Background: an optimization exercise with open tools, aiming at small area. Do not read the settings as production practice.
Only simulation tests tie the RTL to the original design; equivalence was not proved.
Power is estimated from default activity; no workload was simulated.

==> flow/design.v <==
`default_nettype none
module mem_wb_wsel (
    input  wire logic i_new_n,
    input  wire logic i_old,
    input  wire logic i_we,
    input  wire logic i_we_n,
    output logic      o_d
);
    assign o_d = ~((i_old | i_we) & (i_new_n | i_we_n));
endmodule
module mem_wb_rsel (
    input  wire logic i_d0,
    input  wire logic i_d1,
    input  wire logic i_sel0_n,
    input  wire logic i_sel1_n,
    output logic      o_y
);
    assign o_y = ~((i_d0 | i_sel0_n) & (i_d1 | i_sel1_n));
endmodule
module mem_wb_nand2 (
    input  wire logic i_a,
    input  wire logic i_b,
    output logic      o_y
);
    assign o_y = ~(i_a & i_b);
endmodule
module mem_wb_nor2 (
    input  wire logic i_a,
    input  wire logic i_b,
    output logic      o_y
);
    assign o_y = ~(i_a | i_b);
endmodule
module mem_wb_or16 (
    input  wire logic [15:0] i_a,
    output logic             o_y
);
    assign o_y = |i_a;
endmodule
module mem_wb_or8 (
    input  wire logic [7:0] i_a,
    output logic            o_y
);
    assign o_y = |i_a;
endmodule
module mem_wb_or128 (
    input  wire logic [127:0] i_a,
    output logic              o_y
);
    logic [7:0] w_l2;
    for (genvar i = 0; i < 8; i++) begin : g_l2
        mem_wb_or16 u_g (.i_a(i_a[16*i +: 16]), .o_y(w_l2[i]));
    end
    mem_wb_or8 u_l3 (.i_a(w_l2), .o_y(o_y));
endmodule
module mem_wb_stage (
    input  wire logic          clk,
    input  wire logic          reset,    
    input  wire logic [7:0]    ans_ex,
    input  wire logic [7:0]    B_Bypass,
    input  wire logic          mem_en_ex,
    input  wire logic          mem_rw_ex,
    input  wire logic          mem_mux_sel_ex,
    input  wire logic [4:0]    RW_ex,
    input  wire logic [7:0]    dbg_addr,
    output logic      [7:0]    wb_data,
    output logic      [4:0]    RW_wb,
    output logic               ld_hit,
    output logic      [7:0]    dbg_data
);
    localparam int c_DEPTH = 256;
    logic [c_DEPTH-1:0][7:0] r_mem_p;
    logic                    r_phase;
    logic [c_DEPTH-1:0][7:0] w_mem_d;
    logic [7:0] r_wb_data;
    logic [4:0] r_rw_wb;
    logic       r_ld_hit;
    logic       w_load;
    logic       w_store;
    logic [7:0] w_new_n;
    logic [7:0] w_ld_tree;
    logic [7:0] w_dbg_tree;
    logic [7:0] w_ld_data;
    logic [7:0] w_wb_next;
    logic [4:0] w_rw_next;
    logic [15:0] w_a_hi, w_a_lo, w_a_lo_n, w_st_hi, w_st_hi_n;
    logic [15:0] w_d_hi, w_d_lo;
    logic [c_DEPTH-1:0]         w_we, w_we_n;
    logic [c_DEPTH-1:0]         w_ld_sel_n;
    logic [c_DEPTH-1:0]         w_dbg_sel_n;
    logic [7:0][c_DEPTH/2-1:0]  w_ld_y;
    logic [7:0][c_DEPTH/2-1:0]  w_dbg_y;
    assign w_load  = mem_en_ex & ~mem_rw_ex;
    assign w_store = mem_en_ex &  mem_rw_ex & reset;
    assign w_new_n = B_Bypass ^ {8{r_phase}};
    always_ff @(posedge clk) begin
        r_phase <= ~r_phase;
    end
    for (genvar i = 0; i < 16; i++) begin : g_pre
        assign w_a_hi[i]    = (ans_ex[7:4] == i[3:0]);
        assign w_a_lo[i]    = (ans_ex[3:0] == i[3:0]);
        assign w_a_lo_n[i]  = ~w_a_lo[i];
        assign w_st_hi[i]   = w_a_hi[i] & w_store;
        assign w_st_hi_n[i] = ~w_st_hi[i];
        assign w_d_hi[i]    = (dbg_addr[7:4] == i[3:0]);
        assign w_d_lo[i]    = (dbg_addr[3:0] == i[3:0]);
    end
    for (genvar k = 0; k < c_DEPTH; k++) begin : g_word
        mem_wb_nor2  u_we   (.i_a(w_st_hi_n[k/16]), .i_b(w_a_lo_n[k%16]), .o_y(w_we[k]));
        mem_wb_nand2 u_we_n (.i_a(w_st_hi[k/16]),   .i_b(w_a_lo[k%16]),   .o_y(w_we_n[k]));
        mem_wb_nand2 u_ld   (.i_a(w_a_hi[k/16]),   .i_b(w_a_lo[k%16]),    .o_y(w_ld_sel_n[k]));
        mem_wb_nand2 u_dbg  (.i_a(w_d_hi[k/16]),   .i_b(w_d_lo[k%16]),    .o_y(w_dbg_sel_n[k]));
        for (genvar b = 0; b < 8; b++) begin : g_bit
            mem_wb_wsel u_wsel (
                .i_new_n(w_new_n[b]), .i_old(r_mem_p[k][b]), .i_we(w_we[k]), .i_we_n(w_we_n[k]),
                .o_d(w_mem_d[k][b])
            );
        end
        always_ff @(posedge clk) begin
            r_mem_p[k] <= w_mem_d[k];
        end
    end
    for (genvar p = 0; p < c_DEPTH / 2; p++) begin : g_pair
        for (genvar b = 0; b < 8; b++) begin : g_bit
            mem_wb_rsel u_ld (
                .i_d0(r_mem_p[2*p][b]), .i_d1(r_mem_p[2*p+1][b]),
                .i_sel0_n(w_ld_sel_n[2*p]), .i_sel1_n(w_ld_sel_n[2*p+1]),
                .o_y(w_ld_y[b][p])
            );
            mem_wb_rsel u_dbg (
                .i_d0(r_mem_p[2*p][b]), .i_d1(r_mem_p[2*p+1][b]),
                .i_sel0_n(w_dbg_sel_n[2*p]), .i_sel1_n(w_dbg_sel_n[2*p+1]),
                .o_y(w_dbg_y[b][p])
            );
        end
    end
    for (genvar b = 0; b < 8; b++) begin : g_tree
        mem_wb_or128 u_ld  (.i_a(w_ld_y[b]),  .o_y(w_ld_tree[b]));
        mem_wb_or128 u_dbg (.i_a(w_dbg_y[b]), .o_y(w_dbg_tree[b]));
    end
    assign w_ld_data = ~(w_ld_tree ^ {8{r_phase}});
    assign dbg_data  = ~(w_dbg_tree ^ {8{r_phase}});
    always_comb begin
        w_wb_next = ans_ex;
        w_rw_next = RW_ex;
        if (mem_mux_sel_ex) begin
            if (w_load) begin
                w_wb_next = w_ld_data;
            end else begin
                w_wb_next = 8'h00;
                w_rw_next = {1'b0, RW_ex[3:0]};
            end
        end
    end
    always_ff @(posedge clk or negedge reset) begin
        if (!reset) begin
            r_wb_data <= 8'h00;
            r_rw_wb   <= 5'h00;
            r_ld_hit  <= 1'b0;
        end else begin
            r_wb_data <= w_wb_next;
            r_rw_wb   <= w_rw_next;
            r_ld_hit  <= w_load;
        end
    end
    assign wb_data  = r_wb_data;
    assign RW_wb    = r_rw_wb;
    assign ld_hit   = r_ld_hit;
endmodule
`default_nettype wire
==> flow/config.mk <==
export PLATFORM = sky130hd
export DESIGN_NAME = mem_wb_stage
export DESIGN_NICKNAME = mem_wb_stage
export VERILOG_FILES = /design/flow/design.v
export SDC_FILE = /design/flow/constraint.sdc
export NUM_CORES = 4
export LEC_CHECK = 0
export CAP_MARGIN = 20
export CORE_MARGIN = 2
export CORE_UTILIZATION = 35
export CTS_BUF_LIST = sky130_fd_sc_hd__clkbuf_16
export CTS_CLUSTER_DIAMETER = 100
export CTS_CLUSTER_SIZE = 20
export SETUP_SLACK_MARGIN = 0.1
export SLEW_MARGIN = 20
export SYNTH_HIERARCHICAL = 1
export SYNTH_MINIMUM_KEEP_SIZE = 0
==> flow/constraint.sdc <==
create_clock -name core_clock -period 10.0 [get_ports {clk}]
set_input_delay 2.0000 -clock core_clock [delete_from_list [all_inputs] [get_ports {clk}]]
set_output_delay 2.0000 -clock core_clock [all_outputs]
set_load 0.01 [all_outputs]
standard.sh (not shown) runs the stock make flow with config.mk's settings and CLKGATE_MAP_FILE= SYNTH_SCRIPT=/design/flow/synth_recipe.tcl, a recipe that flattens the netlist after the stock synthesis.
==> flow/flow/run.sh <==
#!/bin/bash
# Standard layout flow with two changes: plain buffers on the ports instead
# of delay cells, and a clock tree of clkbuf_8 cells without dummy loads.
# The full output of the standard flow goes to standard.log here.
export BUFFER_PORTS_ARGS="-buffer_cell sky130_fd_sc_hd__buf_2"
export CTS_ARGS="-sink_clustering_enable -repair_clock_nets -dont_use_dummy_load -buf_list sky130_fd_sc_hd__clkbuf_8 -sink_clustering_size 15 -sink_clustering_max_diameter 60"
bash standard.sh > standard.log 2>&1
Rerun with:
--- a/flow/design.v
+++ b/flow/design.v
@@ -80,42 +80,40 @@
     logic [7:0] w_new_n;
     logic [7:0] w_ld_tree;
     logic [7:0] w_dbg_tree;
     logic [7:0] w_ld_data;
     logic [7:0] w_wb_next;
     logic [4:0] w_rw_next;
-    logic [15:0] w_a_hi, w_a_lo, w_a_lo_n, w_st_hi, w_st_hi_n;
+    logic [15:0] w_a_hi, w_a_lo, w_a_lo_n, w_st_hi_n;
     logic [15:0] w_d_hi, w_d_lo;
-    logic [c_DEPTH-1:0]         w_we, w_we_n;
+    logic [c_DEPTH-1:0]         w_we;
     logic [c_DEPTH-1:0]         w_ld_sel_n;
     logic [c_DEPTH-1:0]         w_dbg_sel_n;
     logic [7:0][c_DEPTH/2-1:0]  w_ld_y;
     logic [7:0][c_DEPTH/2-1:0]  w_dbg_y;
     assign w_load  = mem_en_ex & ~mem_rw_ex;
     assign w_store = mem_en_ex &  mem_rw_ex & reset;
-    assign w_new_n = B_Bypass ^ {8{r_phase}};
+    assign w_new_n = (B_Bypass ^ {8{r_phase}}) | {8{~w_store}};
     always_ff @(posedge clk) begin
         r_phase <= ~r_phase;
     end
     for (genvar i = 0; i < 16; i++) begin : g_pre
         assign w_a_hi[i]    = (ans_ex[7:4] == i[3:0]);
         assign w_a_lo[i]    = (ans_ex[3:0] == i[3:0]);
         assign w_a_lo_n[i]  = ~w_a_lo[i];
-        assign w_st_hi[i]   = w_a_hi[i] & w_store;
-        assign w_st_hi_n[i] = ~w_st_hi[i];
+        assign w_st_hi_n[i] = ~(w_a_hi[i] & w_store);
         assign w_d_hi[i]    = (dbg_addr[7:4] == i[3:0]);
         assign w_d_lo[i]    = (dbg_addr[3:0] == i[3:0]);
     end
     for (genvar k = 0; k < c_DEPTH; k++) begin : g_word
         mem_wb_nor2  u_we   (.i_a(w_st_hi_n[k/16]), .i_b(w_a_lo_n[k%16]), .o_y(w_we[k]));
-        mem_wb_nand2 u_we_n (.i_a(w_st_hi[k/16]),   .i_b(w_a_lo[k%16]),   .o_y(w_we_n[k]));
         mem_wb_nand2 u_ld   (.i_a(w_a_hi[k/16]),   .i_b(w_a_lo[k%16]),    .o_y(w_ld_sel_n[k]));
         mem_wb_nand2 u_dbg  (.i_a(w_d_hi[k/16]),   .i_b(w_d_lo[k%16]),    .o_y(w_dbg_sel_n[k]));
         for (genvar b = 0; b < 8; b++) begin : g_bit
             mem_wb_wsel u_wsel (
-                .i_new_n(w_new_n[b]), .i_old(r_mem_p[k][b]), .i_we(w_we[k]), .i_we_n(w_we_n[k]),
+                .i_new_n(w_new_n[b]), .i_old(r_mem_p[k][b]), .i_we(w_we[k]), .i_we_n(w_ld_sel_n[k]),
                 .o_d(w_mem_d[k][b])
             );
         end
         always_ff @(posedge clk) begin
             r_mem_p[k] <= w_mem_d[k];
         end
Core utilization decreases by 0.30 points.
Cell area came out lower by 1.9%.
Global-route usage fell by 1.6 points.
Sequential share of layout area climbs by 0.96 points.
Via count falls by 4.2%.
Non-clock buffer count went down by 29.
First-iteration DRC count stays flat.
Clock power hardly moves.
Routed wire length drops by 6.2%.

---

Another version of the RTL of mem_wb_stage (not shown whole).
For scale: ~8100 cells after synthesis, ~76000 µm² of cells after synthesis.
==> module mem_wb_wsel, before the edit <==
module mem_wb_wsel (
    input  wire logic i_new_n,
    input  wire logic i_old,
    input  wire logic i_we,
    input  wire logic i_we_n,
    output logic      o_d
);
    assign o_d = ~((i_old | i_we) & (i_new_n | i_we_n));
endmodule
==> module mem_wb_stage, before the edit <==
module mem_wb_stage (
    input  wire logic          clk,
    input  wire logic          reset,    
    input  wire logic [7:0]    ans_ex,
    input  wire logic [7:0]    B_Bypass,
    input  wire logic          mem_en_ex,
    input  wire logic          mem_rw_ex,
    input  wire logic          mem_mux_sel_ex,
    input  wire logic [4:0]    RW_ex,
    input  wire logic [7:0]    dbg_addr,
    output logic      [7:0]    wb_data,
    output logic      [4:0]    RW_wb,
    output logic               ld_hit,
    output logic      [7:0]    dbg_data
);
    localparam int c_DEPTH = 256;
    logic [c_DEPTH-1:0][7:0] r_mem_p;
    logic                    r_phase;
    logic [c_DEPTH-1:0][7:0] w_mem_d;
    logic [7:0] r_wb_data;
    logic [4:0] r_rw_wb;
    logic       r_ld_hit;
    logic       w_load;
    logic       w_store;
    logic [7:0] w_new_n;
    logic [7:0] w_ld_tree;
    logic [7:0] w_dbg_tree;
    logic [7:0] w_ld_data;
    logic [7:0] w_wb_next;
    logic [4:0] w_rw_next;
    logic [15:0] w_a_hi, w_a_lo, w_a_hi_n, w_st_lo, w_st_lo_n;
    logic [15:0] w_d_hi, w_d_lo;
    logic [c_DEPTH-1:0]         w_we, w_we_n;
    logic [c_DEPTH-1:0]         w_ld_sel_n;
    logic [c_DEPTH-1:0]         w_dbg_sel_n;
    logic [7:0][c_DEPTH/2-1:0]  w_ld_y;
    logic [7:0][c_DEPTH/2-1:0]  w_dbg_y;
    assign w_load  = mem_en_ex & ~mem_rw_ex;
    assign w_store = mem_en_ex &  mem_rw_ex & reset;
    assign w_new_n = B_Bypass ^ {8{r_phase}};
    always_ff @(posedge clk) begin
        r_phase <= ~r_phase;
    end
    for (genvar i = 0; i < 16; i++) begin : g_pre
        assign w_a_hi[i]    = (ans_ex[7:4] == i[3:0]);
        assign w_a_lo[i]    = (ans_ex[3:0] == i[3:0]);
        assign w_a_hi_n[i]  = ~w_a_hi[i];
        assign w_st_lo[i]   = w_a_lo[i] & w_store;
        assign w_st_lo_n[i] = ~w_st_lo[i];
        assign w_d_hi[i]    = (dbg_addr[7:4] == i[3:0]);
        assign w_d_lo[i]    = (dbg_addr[3:0] == i[3:0]);
    end
    for (genvar k = 0; k < c_DEPTH; k++) begin : g_word
        mem_wb_nor2  u_we   (.i_a(w_a_hi_n[k/16]), .i_b(w_st_lo_n[k%16]), .o_y(w_we[k]));
        mem_wb_nand2 u_we_n (.i_a(w_a_hi[k/16]),   .i_b(w_st_lo[k%16]),   .o_y(w_we_n[k]));
        mem_wb_nand2 u_ld   (.i_a(w_a_hi[k/16]),   .i_b(w_a_lo[k%16]),    .o_y(w_ld_sel_n[k]));
        mem_wb_nand2 u_dbg  (.i_a(w_d_hi[k/16]),   .i_b(w_d_lo[k%16]),    .o_y(w_dbg_sel_n[k]));
        for (genvar b = 0; b < 8; b++) begin : g_bit
            mem_wb_wsel u_wsel (
                .i_new_n(w_new_n[b]), .i_old(r_mem_p[k][b]), .i_we(w_we[k]), .i_we_n(w_we_n[k]),
                .o_d(w_mem_d[k][b])
            );
        end
        always_ff @(posedge clk) begin
            r_mem_p[k] <= w_mem_d[k];
        end
    end
    for (genvar p = 0; p < c_DEPTH / 2; p++) begin : g_pair
        for (genvar b = 0; b < 8; b++) begin : g_bit
            mem_wb_rsel u_ld (
                .i_d0(r_mem_p[2*p][b]), .i_d1(r_mem_p[2*p+1][b]),
                .i_sel0_n(w_ld_sel_n[2*p]), .i_sel1_n(w_ld_sel_n[2*p+1]),
                .o_y(w_ld_y[b][p])
            );
            mem_wb_rsel u_dbg (
                .i_d0(r_mem_p[2*p][b]), .i_d1(r_mem_p[2*p+1][b]),
                .i_sel0_n(w_dbg_sel_n[2*p]), .i_sel1_n(w_dbg_sel_n[2*p+1]),
                .o_y(w_dbg_y[b][p])
            );
        end
    end
    for (genvar b = 0; b < 8; b++) begin : g_tree
        mem_wb_or128 u_ld  (.i_a(w_ld_y[b]),  .o_y(w_ld_tree[b]));
        mem_wb_or128 u_dbg (.i_a(w_dbg_y[b]), .o_y(w_dbg_tree[b]));
    end
    assign w_ld_data = ~(w_ld_tree ^ {8{r_phase}});
    assign dbg_data  = ~(w_dbg_tree ^ {8{r_phase}});
    always_comb begin
        w_wb_next = ans_ex;
        w_rw_next = RW_ex;
        if (mem_mux_sel_ex) begin
            if (w_load) begin
                w_wb_next = w_ld_data;
            end else begin
                w_wb_next = 8'h00;
                w_rw_next = {1'b0, RW_ex[3:0]};
            end
        end
    end
    always_ff @(posedge clk or negedge reset) begin
        if (!reset) begin
            r_wb_data <= 8'h00;
            r_rw_wb   <= 5'h00;
            r_ld_hit  <= 1'b0;
        end else begin
            r_wb_data <= w_wb_next;
            r_rw_wb   <= w_rw_next;
            r_ld_hit  <= w_load;
        end
    end
    assign wb_data  = r_wb_data;
    assign RW_wb    = r_rw_wb;
    assign ld_hit   = r_ld_hit;
endmodule
clock: 10.0 ns
lec_check: 0
cap_margin: 40
core_margin: 2
core_utilization: 35
cts_buf_list: sky130_fd_sc_hd__clkbuf_16
cts_cluster_diameter: 100
cts_cluster_size: 20
setup_slack_margin: 0.3
slew_margin: 20
synth_hierarchical: 1
synth_minimum_keep_size: 0
run.sh (not shown) runs the stock make flow with config.mk's settings and CLKGATE_MAP_FILE= SYNTH_SCRIPT=/design/flow/synth_recipe.tcl, a recipe that flattens the netlist after the stock synthesis.
Stock flow here: none of the scripts above is used.
The starting point went through all stages and came out clean.
Edit:
--- a/flow/design.v
+++ b/flow/design.v
@@ -1,13 +1,13 @@
 `default_nettype none
 module mem_wb_wsel (
-    input  wire logic i_new_n,
+    input  wire logic i_new,
     input  wire logic i_old,
     input  wire logic i_we,
     input  wire logic i_we_n,
     output logic      o_d
 );
-    assign o_d = ~((i_old | i_we) & (i_new_n | i_we_n));
+    assign o_d = (i_new & i_we) | (i_old & i_we_n);
 endmodule
 module mem_wb_rsel (
     input  wire logic i_d0,
     input  wire logic i_d1,
@@ -68,19 +68,16 @@
     output logic               ld_hit,
     output logic      [7:0]    dbg_data
 );
     localparam int c_DEPTH = 256;
-    logic [c_DEPTH-1:0][7:0] r_mem_p;
-    logic                    r_phase;
+    logic [c_DEPTH-1:0][7:0] r_mem_n;
     logic [c_DEPTH-1:0][7:0] w_mem_d;
     logic [7:0] r_wb_data;
     logic [4:0] r_rw_wb;
     logic       r_ld_hit;
     logic       w_load;
     logic       w_store;
     logic [7:0] w_new_n;
-    logic [7:0] w_ld_tree;
-    logic [7:0] w_dbg_tree;
     logic [7:0] w_ld_data;
     logic [7:0] w_wb_next;
     logic [4:0] w_rw_next;
     logic [15:0] w_a_hi, w_a_lo, w_a_hi_n, w_st_lo, w_st_lo_n;
@@ -91,12 +88,9 @@
     logic [7:0][c_DEPTH/2-1:0]  w_ld_y;
     logic [7:0][c_DEPTH/2-1:0]  w_dbg_y;
     assign w_load  = mem_en_ex & ~mem_rw_ex;
     assign w_store = mem_en_ex &  mem_rw_ex & reset;
-    assign w_new_n = B_Bypass ^ {8{r_phase}};
-    always_ff @(posedge clk) begin
-        r_phase <= ~r_phase;
-    end
+    assign w_new_n = ~B_Bypass;
     for (genvar i = 0; i < 16; i++) begin : g_pre
         assign w_a_hi[i]    = (ans_ex[7:4] == i[3:0]);
         assign w_a_lo[i]    = (ans_ex[3:0] == i[3:0]);
         assign w_a_hi_n[i]  = ~w_a_hi[i];
@@ -111,36 +105,34 @@
         mem_wb_nand2 u_ld   (.i_a(w_a_hi[k/16]),   .i_b(w_a_lo[k%16]),    .o_y(w_ld_sel_n[k]));
         mem_wb_nand2 u_dbg  (.i_a(w_d_hi[k/16]),   .i_b(w_d_lo[k%16]),    .o_y(w_dbg_sel_n[k]));
         for (genvar b = 0; b < 8; b++) begin : g_bit
             mem_wb_wsel u_wsel (
-                .i_new_n(w_new_n[b]), .i_old(r_mem_p[k][b]), .i_we(w_we[k]), .i_we_n(w_we_n[k]),
+                .i_new(w_new_n[b]), .i_old(r_mem_n[k][b]), .i_we(w_we[k]), .i_we_n(w_we_n[k]),
                 .o_d(w_mem_d[k][b])
             );
         end
         always_ff @(posedge clk) begin
-            r_mem_p[k] <= w_mem_d[k];
+            r_mem_n[k] <= w_mem_d[k];
         end
     end
     for (genvar p = 0; p < c_DEPTH / 2; p++) begin : g_pair
         for (genvar b = 0; b < 8; b++) begin : g_bit
             mem_wb_rsel u_ld (
-                .i_d0(r_mem_p[2*p][b]), .i_d1(r_mem_p[2*p+1][b]),
+                .i_d0(r_mem_n[2*p][b]), .i_d1(r_mem_n[2*p+1][b]),
                 .i_sel0_n(w_ld_sel_n[2*p]), .i_sel1_n(w_ld_sel_n[2*p+1]),
                 .o_y(w_ld_y[b][p])
             );
             mem_wb_rsel u_dbg (
-                .i_d0(r_mem_p[2*p][b]), .i_d1(r_mem_p[2*p+1][b]),
+                .i_d0(r_mem_n[2*p][b]), .i_d1(r_mem_n[2*p+1][b]),
                 .i_sel0_n(w_dbg_sel_n[2*p]), .i_sel1_n(w_dbg_sel_n[2*p+1]),
                 .o_y(w_dbg_y[b][p])
             );
         end
     end
     for (genvar b = 0; b < 8; b++) begin : g_tree
-        mem_wb_or128 u_ld  (.i_a(w_ld_y[b]),  .o_y(w_ld_tree[b]));
-        mem_wb_or128 u_dbg (.i_a(w_dbg_y[b]), .o_y(w_dbg_tree[b]));
+        mem_wb_or128 u_ld  (.i_a(w_ld_y[b]),  .o_y(w_ld_data[b]));
+        mem_wb_or128 u_dbg (.i_a(w_dbg_y[b]), .o_y(dbg_data[b]));
     end
-    assign w_ld_data = ~(w_ld_tree ^ {8{r_phase}});
-    assign dbg_data  = ~(w_dbg_tree ^ {8{r_phase}});
     always_comb begin
         w_wb_next = ans_ex;
         w_rw_next = RW_ex;
         if (mem_mux_sel_ex) begin
After rerunning: The new run finished with timing, DRC and antenna clean; maximum frequency increases by 8.7%; core utilization is lower by 0.20 points; via count climbs by 0.87%; sequential share of layout area goes down by 2.6 points; cell area goes up by 5.7%; die area rises by 6.4%; hold slack is better by 0.036 ns; sequential cell count fell by 1; non-clock buffer count is unchanged; count of clock-buffer cells in the layout grows by 2; sequential power fell by about 1%; synthesized area grows by 6.5%.

-- static timing again, ports no longer ideal --
Ports are ideal in the flow. The routed layouts listed here were re-timed in OpenROAD. Step 1, drivers: a clkbuf_16 drives clk and a buf_2 each remaining input, both assumed. Step 2 also shifts input and output timing later by t, the mid clock arrival at the registers, as if the neighbouring blocks saw the same clock. Slacks: ideal ports / drivers / drivers and shift; pairs: ideal ports / drivers.
run | t, ns | setup WS [ns] | worst setup path at the end | worst slew at a driven data input, ns | cell pins on the clock port's net
the first run of note 1 | 1.063 | 1.247 / 1.214 / 1.214 | input to output | 0.20 | 1
the second run of note 1 | 1.053 | 0.788 / 0.767 / 0.767 | input to output | 0.15 | 1
the first run of note 2 | 0.906 | 0.011 / -0.015 / -0.015 | input to output | 0.15 | 1
the second run of note 2 | 0.920 | 0.810 / 0.778 / 0.778 | input to output | 0.12 | 1
Met with ideal ports but missed after step 2: setup timing in the first run of note 2. For the first run of note 1, which loses most, drivers alone change the setup slack by -0.033 ns; drivers and shift together by -0.033 ns.
